From an optimization exercise on the open Yosys and OpenROAD flow, aimed at small area, a short achievable clock period and few clock cycles per item; shortcuts taken in it are not production practice. Power is estimated from default activity; no workload was simulated.

==> run X <==
==> flow/design.v (excerpt) <==
module aluTop (
	input  logic                            clk,
	input  logic                            rstN,
	input  logic                            start,
	input  logic [aluPkg::operandWidth-1:0] a,
	input  logic [aluPkg::operandWidth-1:0] b,
	input  aluPkg::opcodeT                  op,
	output logic                            done,
	output logic [aluPkg::resultWidth-1:0]  result,
	output logic [aluPkg::errorWidth-1:0]   error
);
	localparam int frontBits = 10;
	logic [15:16-frontBits]  qHi;
	logic [frontBits-1:0]    remHi;
	logic [17:1]             b3;
	logic [operandWidth-1:0] aQ;
	logic [operandWidth-1:0] bQ;
	aluPkg::opcodeT          opQ;
	logic [15:16-frontBits]  qHiQ;
	logic [frontBits-1:0]    remHiQ;
	logic [17:1]             b3Q;
	logic                    validQ;
	logic [resultWidth-1:0]  addSubResult;
	logic                    overflow;
	logic [resultWidth-1:0]  product;
	logic [operandWidth-1:0] quotient;
	logic [operandWidth-1:0] remainder;
	logic                    divZero;
	divFront divFront_i (
		.aIn   (a),
		.bIn   (b),
		.qHi   (qHi),
		.remHi (remHi),
		.b3Out (b3)
	);
	operandRegister #(
		.frontBits (frontBits)
	) operandRegister_i (
		.clk    (clk),
		.rstN   (rstN),
		.start  (start),
		.a      (a),
		.b      (b),
		.op     (op),
		.qHi    (qHi),
		.remHi  (remHi),
		.b3     (b3),
		.aQ     (aQ),
		.bQ     (bQ),
		.opQ    (opQ),
		.qHiQ   (qHiQ),
		.remHiQ (remHiQ),
		.b3Q    (b3Q),
		.validQ (validQ)
	);
	addSubUnit addSubUnit_i (
		.aQ           (aQ),
		.bQ           (bQ),
		.opQ          (opQ),
		.addSubResult (addSubResult),
		.overflow     (overflow)
	);
	multiplierArray multiplierArray_i (
		.aQ      (aQ),
		.bQ      (bQ),
		.product (product)
	);
	divBack divBack_i (
		.aIn       (aQ),
		.bIn       (bQ),
		.qHi       (qHiQ),
		.remHi     (remHiQ),
		.b3In      (b3Q),
		.quotient  (quotient),
		.remainder (remainder),
		.divZero   (divZero)
	);
  ...
clock: 40.0 ns
lec_check: 0
abc_area: 1
cap_margin: 20
core_margin: 2
core_utilization: 40
slew_margin: 20
standard.sh (not shown) runs the stock make flow with config.mk's settings and CLKGATE_MAP_FILE= SYNTH_SCRIPT=/design/flow/synth_recipe.tcl, a recipe that flattens the netlist after the stock synthesis.
==> flow/flow/run.sh <==
#!/bin/bash
# Own layout flow: the standard flow (standard.sh, unchanged synthesis), with
# - port buffers of a stronger cell than the smallest one buffer_ports picks by default,
# - timing repair aiming past the required slack (the clock and constraints are unchanged),
#   with resizing free to change a cell's footprint.
set -euo pipefail
MARGIN=$(cat flow/margin.txt)
bash standard.sh \
	"BUFFER_PORTS_ARGS=-buffer_cell sky130_fd_sc_hd__buf_4" \
	"SETUP_SLACK_MARGIN=$MARGIN" \
	"MATCH_CELL_FOOTPRINT=0" \
	finish > standard_flow.log 2>&1
==> flow/flow/margin.txt <==
24.5
==> inputs of run R, as changes to run X <==
--- a/flow/design.v
+++ b/flow/design.v
@@ -1352,13 +1352,15 @@
 	assign s1_3_d[5] = s1_3_p[5] ^ s1_3_G5;
 	logic s1_3_ge; assign s1_3_ge = s1_3_G6;
 	assign d1_3 = {~s1_3_ge, s1_3_d};
 	assign ge1_3 = (bIn <= 16'd21) & s1_3_ge;
 	logic [5:0] r1;
-	assign q[11:10] = {ge1_2, ge1_2 ? ge1_3 : ge1_1};
-	assign r1 = ge1_2 ? (ge1_3 ? d1_3[5:0] : d1_2[5:0]) :
-		(ge1_1 ? d1_1[5:0] : x1[5:0]);
+	assign q[11:10] = ge1_3 ? 2'd3 : ge1_2 ? 2'd2 : ge1_1 ? 2'd1 : 2'd0;
+	assign r1 = ge1_3 ? d1_3[5:0] :
+		ge1_2 ? d1_2[5:0] :
+		ge1_1 ? d1_1[5:0] :
+		x1[5:0];
 	logic [7:0] x2;
 	assign x2 = {r1, aIn[9:8]};
 	logic [18:0] m2_1;
 	logic [8:0] d2_1;
 	logic ge2_1;
@@ -1508,13 +1510,15 @@
 	assign s2_3_d[7] = s2_3_p[7] ^ s2_3_G10;
 	logic s2_3_ge; assign s2_3_ge = s2_3_G11;
 	assign d2_3 = {~s2_3_ge, s2_3_d};
 	assign ge2_3 = (bIn <= 16'd85) & s2_3_ge;
 	logic [7:0] r2;
-	assign q[9:8] = {ge2_2, ge2_2 ? ge2_3 : ge2_1};
-	assign r2 = ge2_2 ? (ge2_3 ? d2_3[7:0] : d2_2[7:0]) :
-		(ge2_1 ? d2_1[7:0] : x2[7:0]);
+	assign q[9:8] = ge2_3 ? 2'd3 : ge2_2 ? 2'd2 : ge2_1 ? 2'd1 : 2'd0;
+	assign r2 = ge2_3 ? d2_3[7:0] :
+		ge2_2 ? d2_2[7:0] :
+		ge2_1 ? d2_1[7:0] :
+		x2[7:0];
 	logic [9:0] x3;
 	assign x3 = {r2, aIn[7:6]};
 	logic [18:0] m3_1;
 	logic [10:0] d3_1;
 	logic ge3_1;
@@ -1694,13 +1698,15 @@
 	assign s3_3_d[9] = s3_3_p[9] ^ s3_3_G13;
 	logic s3_3_ge; assign s3_3_ge = s3_3_G14;
 	assign d3_3 = {~s3_3_ge, s3_3_d};
 	assign ge3_3 = (bIn <= 16'd341) & s3_3_ge;
 	logic [9:0] r3;
-	assign q[7:6] = {ge3_2, ge3_2 ? ge3_3 : ge3_1};
-	assign r3 = ge3_2 ? (ge3_3 ? d3_3[9:0] : d3_2[9:0]) :
-		(ge3_1 ? d3_1[9:0] : x3[9:0]);
+	assign q[7:6] = ge3_3 ? 2'd3 : ge3_2 ? 2'd2 : ge3_1 ? 2'd1 : 2'd0;
+	assign r3 = ge3_3 ? d3_3[9:0] :
+		ge3_2 ? d3_2[9:0] :
+		ge3_1 ? d3_1[9:0] :
+		x3[9:0];
 	assign qHi   = q[15:6];
 	assign remHi = r3;
 	assign q[5:0] = '0;
 endmodule
 module divBack (
@@ -1940,13 +1946,15 @@
 	assign s4_3_d[11] = s4_3_p[11] ^ s4_3_G18;
 	logic s4_3_ge; assign s4_3_ge = s4_3_G19;
 	assign d4_3 = {~s4_3_ge, s4_3_d};
 	assign ge4_3 = (bIn <= 16'd1365) & s4_3_ge;
 	logic [11:0] r4;
-	assign q[5:4] = {ge4_2, ge4_2 ? ge4_3 : ge4_1};
-	assign r4 = ge4_2 ? (ge4_3 ? d4_3[11:0] : d4_2[11:0]) :
-		(ge4_1 ? d4_1[11:0] : x4[11:0]);
+	assign q[5:4] = ge4_3 ? 2'd3 : ge4_2 ? 2'd2 : ge4_1 ? 2'd1 : 2'd0;
+	assign r4 = ge4_3 ? d4_3[11:0] :
+		ge4_2 ? d4_2[11:0] :
+		ge4_1 ? d4_1[11:0] :
+		x4[11:0];
 	logic [13:0] x5;
 	assign x5 = {r4, aIn[3:2]};
 	logic [18:0] m5_1;
 	logic [14:0] d5_1;
 	logic ge5_1;
@@ -2210,13 +2218,15 @@
 	assign s5_3_d[13] = s5_3_p[13] ^ s5_3_G23;
 	logic s5_3_ge; assign s5_3_ge = s5_3_G24;
 	assign d5_3 = {~s5_3_ge, s5_3_d};
 	assign ge5_3 = (bIn <= 16'd5461) & s5_3_ge;
 	logic [13:0] r5;
-	assign q[3:2] = {ge5_2, ge5_2 ? ge5_3 : ge5_1};
-	assign r5 = ge5_2 ? (ge5_3 ? d5_3[13:0] : d5_2[13:0]) :
-		(ge5_1 ? d5_1[13:0] : x5[13:0]);
+	assign q[3:2] = ge5_3 ? 2'd3 : ge5_2 ? 2'd2 : ge5_1 ? 2'd1 : 2'd0;
+	assign r5 = ge5_3 ? d5_3[13:0] :
+		ge5_2 ? d5_2[13:0] :
+		ge5_1 ? d5_1[13:0] :
+		x5[13:0];
 	logic [15:0] x6;
 	assign x6 = {r5, aIn[1:0]};
 	logic [18:0] m6_1;
 	logic [16:0] d6_1;
 	logic ge6_1;
@@ -2534,16 +2544,18 @@
 	assign s6_3_d[15] = s6_3_p[15] ^ s6_3_G30;
 	logic s6_3_ge; assign s6_3_ge = s6_3_G31;
 	assign d6_3 = {~s6_3_ge, s6_3_d};
 	assign ge6_3 = (bIn <= 16'd21845) & s6_3_ge;
 	logic [15:0] r6;
-	assign q[1:0] = {ge6_2, ge6_2 ? ge6_3 : ge6_1};
-	assign r6 = ge6_2 ? (ge6_3 ? d6_3[15:0] : d6_2[15:0]) :
-		(ge6_1 ? d6_1[15:0] : x6[15:0]);
+	assign q[1:0] = ge6_3 ? 2'd3 : ge6_2 ? 2'd2 : ge6_1 ? 2'd1 : 2'd0;
+	assign r6 = ge6_3 ? d6_3[15:0] :
+		ge6_2 ? d6_2[15:0] :
+		ge6_1 ? d6_1[15:0] :
+		x6[15:0];
 	assign divZero   = (bIn == '0);
-	assign quotient  = q;
-	assign remainder = r6;
+	assign quotient  = divZero ? '0 : q;
+	assign remainder = divZero ? '0 : r6;
 endmodule
 import aluPkg::*;
 module resultSelect (
 	input  logic                           validQ,
 	input  aluPkg::opcodeT                 opQ,
@@ -2555,28 +2567,42 @@
 	input  logic                           divZero,
 	output logic [aluPkg::resultWidth-1:0] result,
 	output logic [aluPkg::errorWidth-1:0]  error,
 	output logic                           done
 );
-	logic isAddSub;
-	logic isMul;
-	logic isDiv;
-	logic isMod;
-	logic takeQuotient;
-	logic takeRemainder;
-	assign isAddSub      = (opQ.code == opAdd) || (opQ.code == opSub);
-	assign isMul         = (opQ.code == opMul);
-	assign isDiv         = (opQ.code == opDiv);
-	assign isMod         = (opQ.code == opMod);
-	assign takeQuotient  = isDiv && !divZero;
-	assign takeRemainder = isMod && !divZero;
-	assign result = ({resultWidth{isAddSub}}      & addSubResult) |
-	                ({resultWidth{isMul}}         & product)      |
-	                ({resultWidth{takeQuotient}}  & quotient)     |
-	                ({resultWidth{takeRemainder}} & remainder);
-	assign error[overflowBit] = isAddSub && overflow;
-	assign error[divZeroBit]  = (isDiv || isMod) && divZero;
+	always_comb
+	begin
+		result = '0;
+		error  = '0;
+		case (opQ.code)
+			opAdd,
+			opSub:
+			begin
+				result             = addSubResult;
+				error[overflowBit] = overflow;
+			end
+			opMul:
+			begin
+				result = product;
+			end
+			opDiv:
+			begin
+				result            = quotient;
+				error[divZeroBit] = divZero;
+			end
+			opMod:
+			begin
+				result            = remainder;
+				error[divZeroBit] = divZero;
+			end
+			default:
+			begin
+				result = '0;
+				error  = '0;
+			end
+		endcase
+	end
 	assign done = validQ;
 endmodule
 import aluPkg::*;
 module aluTop (
 	input  logic                            clk,
==> comparison table <==
metric                                                       run X       run R
Outcome                           no timing/DRC/antenna violations  no timing/DRC/antenna violations
Signal arrival time at the worst endpoint                  7120 ps     7070 ps
Share of cell area taken by muxes after synthesis         0.000468    0.000489
Combinational group power                                  1.08 mW     1.14 mW
Sequential power share                                       0.069       0.066
Detailed-routing wirelength on met1                       32900 um    32000 um
Critical path fanouts, max                                      18          17
Compound-Gate Fraction of Synth Area                         0.137       0.154
Simple-gate area share of the yosys netlist                  0.244       0.202
Total global-route track usage                               0.263       0.272
Initial core utilization                                     0.406       0.406
Switching part of the total                                  0.547       0.549
Proportion of layout cells with a drive suffix above 1      0.0922       0.124
Power dissipated in sequential cells                     0.0865 mW   0.0861 mW
Num rows                                                        84          82
Cell area after synthesis                               0.0214 mm2  0.0205 mm2
Final worst path period need                              15120 ps    15070 ps
# fillers                                                     5555        5043
No run of this note included a check of the RTL's function; only the layout flow was run.

what the ideal ports hide:
Ports are ideal in the flow. The routed layouts listed here were re-timed in OpenROAD. Step 1: set_driving_cell puts a clkbuf_16 on clk and a buf_2 on each other input, an assumption about the parent block. Step 2 moves the port delays by t, midway between the first and last clock arrival at a register: inputs arrive t later, outputs are due t later. That takes back most of the time a late clock gives input paths. a / b / c = ideal ports / drivers / drivers and shift; a / b = the first two.
run | t, ns | slack for setup (ns) | worst register clock-pin slew, ns
run X | 0.431 | 24.880 / 24.828 / 24.714 | 0.09 / 0.09
run R | 0.407 | 24.932 / 24.890 / 24.573 | 0.09 / 0.09
After both steps setup and hold are still met in every run listed. For run R, which loses most, drivers alone change the setup slack by -0.042 ns; drivers and shift together by -0.359 ns.
